This is an optimization exercise on Yosys and OpenROAD, whose aim is small area, a short achievable clock period and few clock cycles, not a production implementation. The RTL was checked by simulation tests, not by an equivalence proof against the original design.

`flow/config.mk`:
```
export PLATFORM = sky130hd
export DESIGN_NAME = dds_spi_command_framer_core
export DESIGN_NICKNAME = dds_spi_command_framer_core
export VERILOG_FILES = /design/flow/design.v
export SDC_FILE = /design/flow/constraint.sdc
export NUM_CORES = 4
export LEC_CHECK = 0
export CAP_MARGIN = 20
export CORE_MARGIN = 2
export CORE_UTILIZATION = 40
export SLEW_MARGIN = 20
```
`flow/constraint.sdc`:
```
create_clock -name core_clock -period 10.0 [get_ports {clk}]
set_input_delay 2.0000 -clock core_clock [delete_from_list [all_inputs] [get_ports {clk}]]
set_output_delay 2.0000 -clock core_clock [all_outputs]
set_load 0.01 [all_outputs]
```
`flow/design.v`:
```
`default_nettype none
package dsf_pkg;
  typedef enum logic [1:0] {
    OP_FREQ     = 2'd0,
    OP_AMP      = 2'd1,
    OP_PHASE    = 2'd2,
    OP_FREQ_ALL = 2'd3
  } dsf_op_t;
  localparam logic [1:0] CFG_SELECT = 2'd0;
  localparam logic [1:0] CFG_FREQ   = 2'd1;
  localparam logic [1:0] CFG_AMP    = 2'd2;
  localparam logic [1:0] CFG_PHASE  = 2'd3;
  localparam logic [6:0] SELECT_ADDR_RESET = 7'd0;
  localparam logic [6:0] FREQ_ADDR_RESET   = 7'd4;
  localparam logic [6:0] AMP_ADDR_RESET    = 7'd6;
  localparam logic [6:0] PHASE_ADDR_RESET  = 7'd5;
  localparam logic [15:0] AMP_ENABLE  = 16'h1000;
  localparam logic [7:0]  SELECT_BASE = 8'h10;
  localparam int unsigned FTW_SHIFT = 51;
  localparam logic [75:0] FTW_RECIP_FULL =
    ((76'd1 << 75) + 76'd1953124) / 76'd1953125;
  localparam logic [54:0] FTW_RECIP    = FTW_RECIP_FULL[54:0];
  localparam logic [31:0] FTW_RECIP_LO = FTW_RECIP[31:0];
  localparam logic [22:0] FTW_RECIP_HI = FTW_RECIP[54:32];
  localparam logic [24:0] PHASE_FULL  = 25'd23592960;
  localparam logic [24:0] PHASE_ROUND = 25'd720;
  localparam int unsigned PH_SHIFT = 26;
  localparam logic [26:0] PH_RECIP_FULL = ((27'd1 << 26) + 27'd44) / 27'd45;
  localparam logic [20:0] PH_RECIP = PH_RECIP_FULL[20:0];
  typedef struct packed {
    logic [6:0] select_addr;
    logic [6:0] freq_addr;
    logic [6:0] amp_addr;
    logic [6:0] phase_addr;
  } dsf_addr_t;
  typedef struct packed {
    dsf_op_t     op;
    logic [1:0]  channel;
    logic [31:0] value;
  } dsf_cmd_t;
endpackage
`default_nettype wire
`default_nettype none
import dsf_pkg::*;
module dsf_calc
#(
  parameter int NUM_CHANNELS = 4
) (
  input  wire logic         clk,
  input  wire logic         rst,
  input  wire logic         cmd_valid,
  output logic              cmd_ready,
  input  wire logic [1:0]   cmd_op,
  input  wire logic [2:0]   cmd_channel,
  input  wire logic [28:0]  cmd_frequency_hz,
  input  wire logic [15:0]  cmd_amplitude_word,
  input  wire logic [25:0]  cmd_phase_deg_q16,
  output dsf_pkg::dsf_cmd_t res,
  output logic              res_valid,
  input  wire logic         res_ready
);
  logic rdy1, rdy2, rdy3;
  logic        v1;
  dsf_pkg::dsf_op_t     op1;
  logic [1:0]  ch1;
  logic [28:0] hz1;
  logic [15:0] amp1;
  logic [19:0] m1;
  logic        v2;
  dsf_pkg::dsf_op_t     op2;
  logic [1:0]  ch2;
  logic [15:0] amp2;
  logic [60:0] plo2;
  logic [51:0] phi2;
  logic [40:0] pm2;
  logic        v3;
  dsf_pkg::dsf_cmd_t    r3;
  dsf_pkg::dsf_op_t     in_op;
  logic        in_keep;
  logic [24:0] ph_clamp;
  logic [24:0] ph_num;
  logic [83:0] ftw_sum;
  logic [31:0] value_next;
  assign rdy3 = !v3 || res_ready;
  assign rdy2 = !v2 || rdy3;
  assign rdy1 = !v1 || rdy2;
  assign cmd_ready = rdy1;
  assign in_op   = dsf_pkg::dsf_op_t'(cmd_op);
  assign in_keep = (in_op == OP_FREQ_ALL) || (cmd_channel < 3'(NUM_CHANNELS));
  always_comb begin
    if (cmd_phase_deg_q16[25]) begin
      ph_clamp = '0;
    end else if (cmd_phase_deg_q16[24:0] > PHASE_FULL) begin
      ph_clamp = PHASE_FULL;
    end else begin
      ph_clamp = cmd_phase_deg_q16[24:0];
    end
    ph_num = PHASE_FULL - ph_clamp + PHASE_ROUND;
  end
  assign ftw_sum = {phi2, 32'b0} + {23'b0, plo2};
  always_comb begin
    case (op2)
      OP_AMP:   value_next = {16'b0, amp2};
      OP_PHASE: value_next = {17'b0, pm2[40:PH_SHIFT]};
      default:  value_next = ftw_sum[FTW_SHIFT+31:FTW_SHIFT];
    endcase
  end
  always_ff @(posedge clk) begin
    if (rst) begin
      v1 <= 1'b0;
      v2 <= 1'b0;
      v3 <= 1'b0;
    end else begin
      if (rdy1) begin
        v1 <= cmd_valid && in_keep;
      end
      if (rdy2) begin
        v2 <= v1;
      end
      if (rdy3) begin
        v3 <= v2;
      end
    end
  end
  always_ff @(posedge clk) begin
    if (rdy1) begin
      op1  <= in_op;
      ch1  <= cmd_channel[1:0];
      hz1  <= cmd_frequency_hz;
      amp1 <= cmd_amplitude_word | AMP_ENABLE;
      m1   <= ph_num[24:5];
    end
    if (rdy2) begin
      op2  <= op1;
      ch2  <= ch1;
      amp2 <= amp1;
      plo2 <= 61'(hz1) * 61'(FTW_RECIP_LO);
      phi2 <= 52'(hz1) * 52'(FTW_RECIP_HI);
      pm2  <= 41'(m1) * 41'(PH_RECIP);
    end
    if (rdy3) begin
      r3.op      <= op2;
      r3.channel <= ch2;
      r3.value   <= value_next;
    end
  end
  assign res       = r3;
  assign res_valid = v3;
endmodule
`default_nettype wire
`default_nettype none
import dsf_pkg::*;
module dsf_serializer
#(
  parameter int NUM_CHANNELS = 4
) (
  input  wire logic         clk,
  input  wire logic         rst,
  input  dsf_pkg::dsf_addr_t addr,
  input  dsf_pkg::dsf_cmd_t  req,
  input  wire logic         req_valid,
  output logic              req_ready,
  output logic              spi_valid,
  input  wire logic         spi_ready,
  output logic [7:0]        spi_byte,
  output logic              spi_frame_end,
  output logic              spi_last
);
  logic        busy;
  dsf_pkg::dsf_cmd_t    cur;
  logic [2:0]  idx;
  logic [1:0]  ch_cur;
  logic        out_valid;
  logic [7:0]  out_byte;
  logic        out_frame_end;
  logic        out_last;
  logic        adv;
  logic [2:0]  lidx;
  logic [1:0]  bsel;
  logic        pair_end;
  logic        cmd_end;
  logic [1:0]  ch_sel;
  logic [6:0]  val_addr;
  logic [7:0]  byte_next;
  assign adv      = !out_valid || spi_ready;
  assign bsel     = 2'(lidx - idx);
  assign pair_end = (idx == lidx);
  assign cmd_end  = pair_end &&
                    ((cur.op != OP_FREQ_ALL) || (ch_cur == 2'(NUM_CHANNELS - 1)));
  assign ch_sel   = (cur.op == OP_FREQ_ALL) ? ch_cur : cur.channel;
  assign req_ready = !busy || (adv && cmd_end);
  always_comb begin
    case (cur.op)
      OP_AMP:   lidx = 3'd5;
      OP_PHASE: lidx = 3'd4;
      default:  lidx = 3'd6;
    endcase
  end
  always_comb begin
    case (cur.op)
      OP_AMP:   val_addr = addr.amp_addr;
      OP_PHASE: val_addr = addr.phase_addr;
      default:  val_addr = addr.freq_addr;
    endcase
  end
  always_comb begin
    case (idx)
      3'd0:    byte_next = {1'b0, addr.select_addr};
      3'd1:    byte_next = SELECT_BASE << ch_sel;
      3'd2:    byte_next = {1'b0, val_addr};
      default: byte_next = cur.value[{bsel, 3'b000} +: 8];
    endcase
  end
  always_ff @(posedge clk) begin
    if (rst) begin
      busy      <= 1'b0;
      out_valid <= 1'b0;
      idx       <= '0;
      ch_cur    <= '0;
    end else begin
      if (adv) begin
        out_valid <= busy;
      end
      if (req_ready) begin
        busy <= req_valid;
      end
      if (req_ready && req_valid) begin
        idx    <= '0;
        ch_cur <= '0;
      end else if (busy && adv) begin
        if (pair_end) begin
          idx    <= '0;
          ch_cur <= ch_cur + 2'd1;
        end else begin
          idx <= idx + 3'd1;
        end
      end
    end
  end
  always_ff @(posedge clk) begin
    if (req_ready && req_valid) begin
      cur <= req;
    end
    if (busy && adv) begin
      out_byte      <= byte_next;
      out_frame_end <= (idx == 3'd1) || pair_end;
      out_last      <= cmd_end;
    end
  end
  assign spi_valid     = out_valid;
  assign spi_byte  = out_byte;
  assign spi_frame_end = out_frame_end;
  assign spi_last      = out_last;
endmodule
`default_nettype wire
`default_nettype none
import dsf_pkg::*;
module dds_spi_command_framer_core
#(
  parameter int NUM_CHANNELS = 4
) (
  input  wire logic        clk,
  input  wire logic        rst,
  input  wire logic        cmd_valid,
  output logic             cmd_ready,
  input  wire logic [1:0]  cmd_op,
  input  wire logic [2:0]  cmd_channel,
  input  wire logic [28:0] cmd_frequency_hz,
  input  wire logic [15:0] cmd_amplitude_word,
  input  wire logic [25:0] cmd_phase_deg_q16,
  output logic             spi_valid,
  input  wire logic        spi_ready,
  output logic [7:0]       spi_byte,
  output logic             spi_frame_end,
  output logic             spi_last,
  input  wire logic        cfg_wr_en,
  input  wire logic [1:0]  cfg_index,
  input  wire logic [6:0]  cfg_data
);
  dsf_pkg::dsf_addr_t addr;
  dsf_pkg::dsf_cmd_t  calc_res;
  logic      calc_valid;
  logic      calc_ready;
  always_ff @(posedge clk) begin
    if (rst) begin
      addr.select_addr <= SELECT_ADDR_RESET;
      addr.freq_addr   <= FREQ_ADDR_RESET;
      addr.amp_addr    <= AMP_ADDR_RESET;
      addr.phase_addr  <= PHASE_ADDR_RESET;
    end else if (cfg_wr_en) begin
      case (cfg_index)
        CFG_SELECT: addr.select_addr <= cfg_data;
        CFG_FREQ:   addr.freq_addr   <= cfg_data;
        CFG_AMP:    addr.amp_addr    <= cfg_data;
        CFG_PHASE:  addr.phase_addr  <= cfg_data;
        default:    addr.select_addr <= addr.select_addr;
      endcase
    end
  end
  dsf_calc #(
    .NUM_CHANNELS(NUM_CHANNELS)
  ) u_calc (
    .clk       (clk),
    .rst       (rst),
    .cmd_valid          (cmd_valid),
    .cmd_ready          (cmd_ready),
    .cmd_op             (cmd_op),
    .cmd_channel        (cmd_channel),
    .cmd_frequency_hz   (cmd_frequency_hz),
    .cmd_amplitude_word (cmd_amplitude_word),
    .cmd_phase_deg_q16  (cmd_phase_deg_q16),
    .res       (calc_res),
    .res_valid (calc_valid),
    .res_ready (calc_ready)
  );
  dsf_serializer #(
    .NUM_CHANNELS(NUM_CHANNELS)
  ) u_serializer (
    .clk       (clk),
    .rst       (rst),
    .addr      (addr),
    .req       (calc_res),
    .req_valid (calc_valid),
    .req_ready (calc_ready),
    .spi_valid     (spi_valid),
    .spi_ready     (spi_ready),
    .spi_byte      (spi_byte),
    .spi_frame_end (spi_frame_end),
    .spi_last      (spi_last)
  );
endmodule
`default_nettype wire
```
`flow/run.sh`:
```
#!/bin/bash
# synth_recipe.tcl (not shown) runs the flow's synth.tcl, then flattens the netlist and writes it again
# the make line also repeats each setting of config.mk as NAME=value (left out here)
make -C /OpenROAD-flow-scripts/flow DESIGN_CONFIG=/design/flow/config.mk WORK_HOME=/design/flow/orfs CLKGATE_MAP_FILE= SYNTH_SCRIPT=/design/flow/synth_recipe.tcl finish
```
==> run notes <==
STATUS
--------------------------------------------------------------------------------
Result of the run                                                   complete, no violations

CLOCKING
--------------------------------------------------------------------------------
# resized after CTS                                                            0
CTS Root Cell                                                       sky130_fd_sc_hd__clkbuf_16
Inserted Clock Buffers                                                        35
Clk pin slew, worst setup/hold paths                                       60 ps
Clock latency at the later pin of the worst-skew pair                     570 ps
Post-CTS Setup Bufs                                                            0
TritonCTS clock tree                                                       built
Clk sinks                                                                    302
H-Tree Level Count                                                             2
CTS hold repair buffers                                                        0
Buffer levels on the longest clock path                                        3

YOSYS
--------------------------------------------------------------------------------
Yosys synthesis warning count                                                  3
Flops & latches, synth                                                       302
Cell area after synthesis                                           0.0428 sq mm
Unique cell type count in the Yosys netlist                                   69
Dominant synthesized flop cell                                      sky130_fd_sc_hd__edfxtp_1
Sequential fraction of the synthesis area                                  20.3%
Synthesized instance count                                                  3907
Async set or reset register ratio after synthesis                             0%
Post-synth top area share                                                  30.0%
Largest area contributor in the netlist                             sky130_fd_sc_hd__fa_1
Number of enable flip-flop cells after synthesis                             264
Synthesized Nets                                                            5483
Leading post-synthesis cells by cell area                           sky130_fd_sc_hd__fa_1 (30%), sky130_fd_sc_hd__ha_1 (25%), sky130_fd_sc_hd__edfxtp_1 (19%)
Syn_area_per_cell                                                     10.9 sq um

FINAL LAYOUT
--------------------------------------------------------------------------------
Final net count                                                             5636
Commonest non-fill, non-tap cell in the layout                      sky130_fd_sc_hd__inv_1
Fraction of final layout cells sized beyond drive strength 1               2.89%
Final cell area excluding filler cells                              0.0469 sq mm
Commonest cells after routing, fill and taps aside                  sky130_fd_sc_hd__inv_1 (1078), sky130_fd_sc_hd__ha_1 (845), sky130_fd_sc_hd__fa_1 (641)
Post-Route Utilization                                                     44.3%
Layout overhead on the synthesized area                                    9.55%
Non-Filler Instances                                                        5478

WORST SETUP PATH
--------------------------------------------------------------------------------
Capturing element type of the critical path                            flip-flop
WP buf/inv                                                                     3
Critical path fanouts, max                                                    14
CP required                                                             10310 ps
Cell-by-cell listing of the critical path                           inv_1, fa_1, fa_1, fa_1, inv_1, fa_1, fa_1, fa_1, fa_1, ha_1, a21oi_1, o21ai_0, a21oi_1, o211ai_1, a21oi_1, o21ai_0, a41oi_1, buf_4, o211ai_1, a2111oi_0, nor3_1
Worst setup slack for register-to-register paths                         1670 ps
Critical path startpoint category                                      flip-flop
Critical setup path kind                                              reg -> reg
Slowest stage cell on the critical path                             sky130_fd_sc_hd__edfxtp_1
Worst Path Arrival                                                       8640 ps
Cell repeated most along the worst path                             sky130_fd_sc_hd__fa_1
Worst Reg-to-Reg Cells                                                        21
Top delay family on crit path                                        adder cells
Maximum cell stage delay along the critical path                         1040 ps
Startpoint of the lowest-slack register-to-register path            u_calc.hz1[6]
Destination of the worst register-to-register timing path           u_calc.plo2[55]

STA
--------------------------------------------------------------------------------
Tcrit/Tclk final                                                           83.3%
Tightest Pin Transition                                                  1060 ps
Worst clock skew                                                         28.5 ps
Final number of max-transition violations                                      0
Highest achievable clock rate                                            120 MHz
Final setup viols                                                              0
Setup repair after global routing missed its margin                        false
Time the worst path needs with I/O delays and setup                      8330 ps
Total Negative Setup Slacks                                                 0 ps
Headroom to the max-slew limit                                             29.3%
Final hold violations                                                          0
Worst slack on hold paths                                                 414 ps

PLACED DESIGN
--------------------------------------------------------------------------------
Inst Count DP                                                               5414
Count of buffers inserted at the top-level ports                             100
HPWL after detailed placement                                       91900 microns
GPL Wtd Cong                                                               0.952
DP Area                                                             0.0457 sq mm

DIE
--------------------------------------------------------------------------------
Boundary pin count                                                           102
Width of the die                                                     331 microns
Starting density of the core                                               40.5%
FP Rows                                                                      119
Die ar.                                                              0.110 sq mm
Die H                                                                331 microns
CORE AREA                                                            0.106 sq mm

GLOBAL ROUTING
--------------------------------------------------------------------------------
Global-route wire length before repair                              169000 microns
Grt ovf                                                                        0
Largest net degree at the start of global routing                             86
Number of antenna violations at the first check in global routing              2
Total GRT Usage                                                            20.3%
Vias in the first global route                                             29400

ROUTE
--------------------------------------------------------------------------------
DRC violations left                                                            0
Routed vias                                                                26900
Pre-antenna DRT Iters                                                          5
Vias per cell                                                               4.91
Average wire per standard cell                                      19.5 microns
Number of nets with antenna violations after routing                           0
Iteration-0 DRC Markers                                                     1280
Wire length after detailed routing                                  107000 microns

MIN PATH
--------------------------------------------------------------------------------
Hold Path Origin                                                    u_calc.r3[18]
Worst-case hold path end point                                      u_serializer.cur[18]
Worst Hold Class                                                      reg -> reg
Cells on Worst Hold Path                                                       0

JOB
--------------------------------------------------------------------------------
Max-capacitance violation count                                                0

[logic make-up after synthesis]
group / after synthesis / share of synthesized area (%)
mux: 30 / 0.939
buf+inv: 1104 / 9.70
fa+ha+maj: 1486 / 54.7
simple gates: 424 / 5.01
compound gates: 429 / 6.62
flops: 302 / 20.3
xor+xnor: 132 / 2.70
[how the worst max path moves through the flow]
| stage | start | endpoint | depth (start not counted) |
|---|---|---|---|
| final | u_calc.hz1[6] | u_calc.plo2[55] | 21 |
| after global routing | u_calc.hz1[6] | u_calc.plo2[55] | 22 |
| after CTS | u_calc.hz1[6] | u_calc.plo2[55] | 21 |
| after detailed placement | u_calc.hz1[6] | u_calc.plo2[55] | 21 |
| after global placement | u_calc.hz1[6] | u_calc.plo2[55] | 21 |
| after floorplan | u_calc.hz1[5] | u_calc.plo2[55] | 25 |
[cell type report]
| class | instances | area, sq um |
|---|---|---|
| diodes | 1 | 2.50 |
| clock buffers | 39 | 891 |
| clock inverters | 24 | 216 |
| fillers | 9940 | 58900 |
| inverters | 1078 | 4050 |
| multi-input cells | 2501 | 30000 |
| flip-flops and latches | 302 | 8690 |
| well taps | 1391 | 1740 |
| repair buffers | 142 | 1320 |
[state kept, by name (all words and copies together), names as in the netlist, 2 cells and up]
register,flops
addr,28
u_calc.amp1,15
u_calc.amp2,15
u_calc.ch1,2
u_calc.ch2,2
u_calc.hz1,29
u_calc.m1,20
u_calc.op1,2
u_calc.op2,2
u_calc.phi2,51
u_calc.plo2,29
u_calc.pm2,15
u_calc.r3,36
u_serializer.ch_cur,2
u_serializer.cur,36
u_serializer.idx,3
u_serializer.out_byte,8
[per-layer routing]
layer  vias up  GRT usage [%]  share of wire [%]
met5         -              0             0.0084
met3       152           2.29                3.8
met2       490           34.5                 48
met4         2           5.80                3.0
met1     13300           27.4                 46
li1      13000              -                  -
[worst reg2reg max path, cell delays in order (launching register included)]
cell and delay (ps):
sky130_fd_sc_hd__edfxtp_1 1040, sky130_fd_sc_hd__inv_1 390, sky130_fd_sc_hd__fa_1 640, sky130_fd_sc_hd__fa_1 550
sky130_fd_sc_hd__fa_1 520, sky130_fd_sc_hd__inv_1 60, sky130_fd_sc_hd__fa_1 580, sky130_fd_sc_hd__fa_1 450
sky130_fd_sc_hd__fa_1 520, sky130_fd_sc_hd__fa_1 430, sky130_fd_sc_hd__ha_1 300, sky130_fd_sc_hd__a21oi_1 270
sky130_fd_sc_hd__o21ai_0 160, sky130_fd_sc_hd__a21oi_1 180, sky130_fd_sc_hd__o211ai_1 110, sky130_fd_sc_hd__a21oi_1 530
sky130_fd_sc_hd__o21ai_0 250, sky130_fd_sc_hd__a41oi_1 260, sky130_fd_sc_hd__buf_4 180, sky130_fd_sc_hd__o211ai_1 150
sky130_fd_sc_hd__a2111oi_0 420, sky130_fd_sc_hd__nor3_1 110
[metrics by stage]
stage | setup slack [ps]
CTS | 1660
global placement | 1670
floorplan | 2910
detailed placement | 1670
finish | 1670
global route | 1160
[synth_stat cells (6+ instances only)]
master and instances:
sky130_fd_sc_hd__mux4_2 8, sky130_fd_sc_hd__mux2i_1 21, sky130_fd_sc_hd__nand2b_1 15, sky130_fd_sc_hd__or3_1 6, sky130_fd_sc_hd__xnor2_1 82, sky130_fd_sc_hd__a21oi_1 136
sky130_fd_sc_hd__and4_1 10, sky130_fd_sc_hd__o211ai_1 10, sky130_fd_sc_hd__dfxtp_1 38, sky130_fd_sc_hd__nor2_1 107, sky130_fd_sc_hd__a22oi_1 9, sky130_fd_sc_hd__a211oi_1 18
sky130_fd_sc_hd__a211o_1 7, sky130_fd_sc_hd__a221oi_1 19, sky130_fd_sc_hd__o211a_1 6, sky130_fd_sc_hd__o21a_1 22, sky130_fd_sc_hd__and3_1 24, sky130_fd_sc_hd__fa_1 641
sky130_fd_sc_hd__nand3b_1 8, sky130_fd_sc_hd__nand4_1 18, sky130_fd_sc_hd__and2_1 24, sky130_fd_sc_hd__a21o_1 65, sky130_fd_sc_hd__a221o_1 9, sky130_fd_sc_hd__ha_1 845
sky130_fd_sc_hd__clkbuf_1 23, sky130_fd_sc_hd__nand2_1 94, sky130_fd_sc_hd__edfxtp_1 264, sky130_fd_sc_hd__o21bai_1 14, sky130_fd_sc_hd__o21ai_0 60, sky130_fd_sc_hd__inv_1 1078
sky130_fd_sc_hd__a31oi_1 10, sky130_fd_sc_hd__nor3_1 33, sky130_fd_sc_hd__nand3_1 36, sky130_fd_sc_hd__nor2b_1 20, sky130_fd_sc_hd__or2_2 10, sky130_fd_sc_hd__xor2_1 50
Testbench counts, summed over its fixed seeds: cycles 10,956.

## afterwards: timing with drivers on the ports
How much do the figures lean on ideal ports? The routed layout below was timed once more, with nothing changed but the port constraints. Step 1 sets driving cells, clkbuf_16 on the clock port and buf_2 on the other inputs (assumed; they add their load-dependent delay and slew). Step 2, shift: input delay + t, output delay - t, t = (earliest + latest rising clock arrival at the registers) / 2. This alone moves slack from input paths to output paths. a / b / c = no drivers / after step 1 / after step 2; a / b = the first two.
t, ns: 0.619
setup WS [ns]: 1.672 / 1.672 / 1.672
latest minus earliest clock arrival (ns): 0.029 / 0.029
slew at the worst register clock pin (ns): 0.06 / 0.06
After both steps setup and hold are still met in this run. For this run, drivers alone change the setup slack by 0.000 ns; drivers and shift together by 0.000 ns.
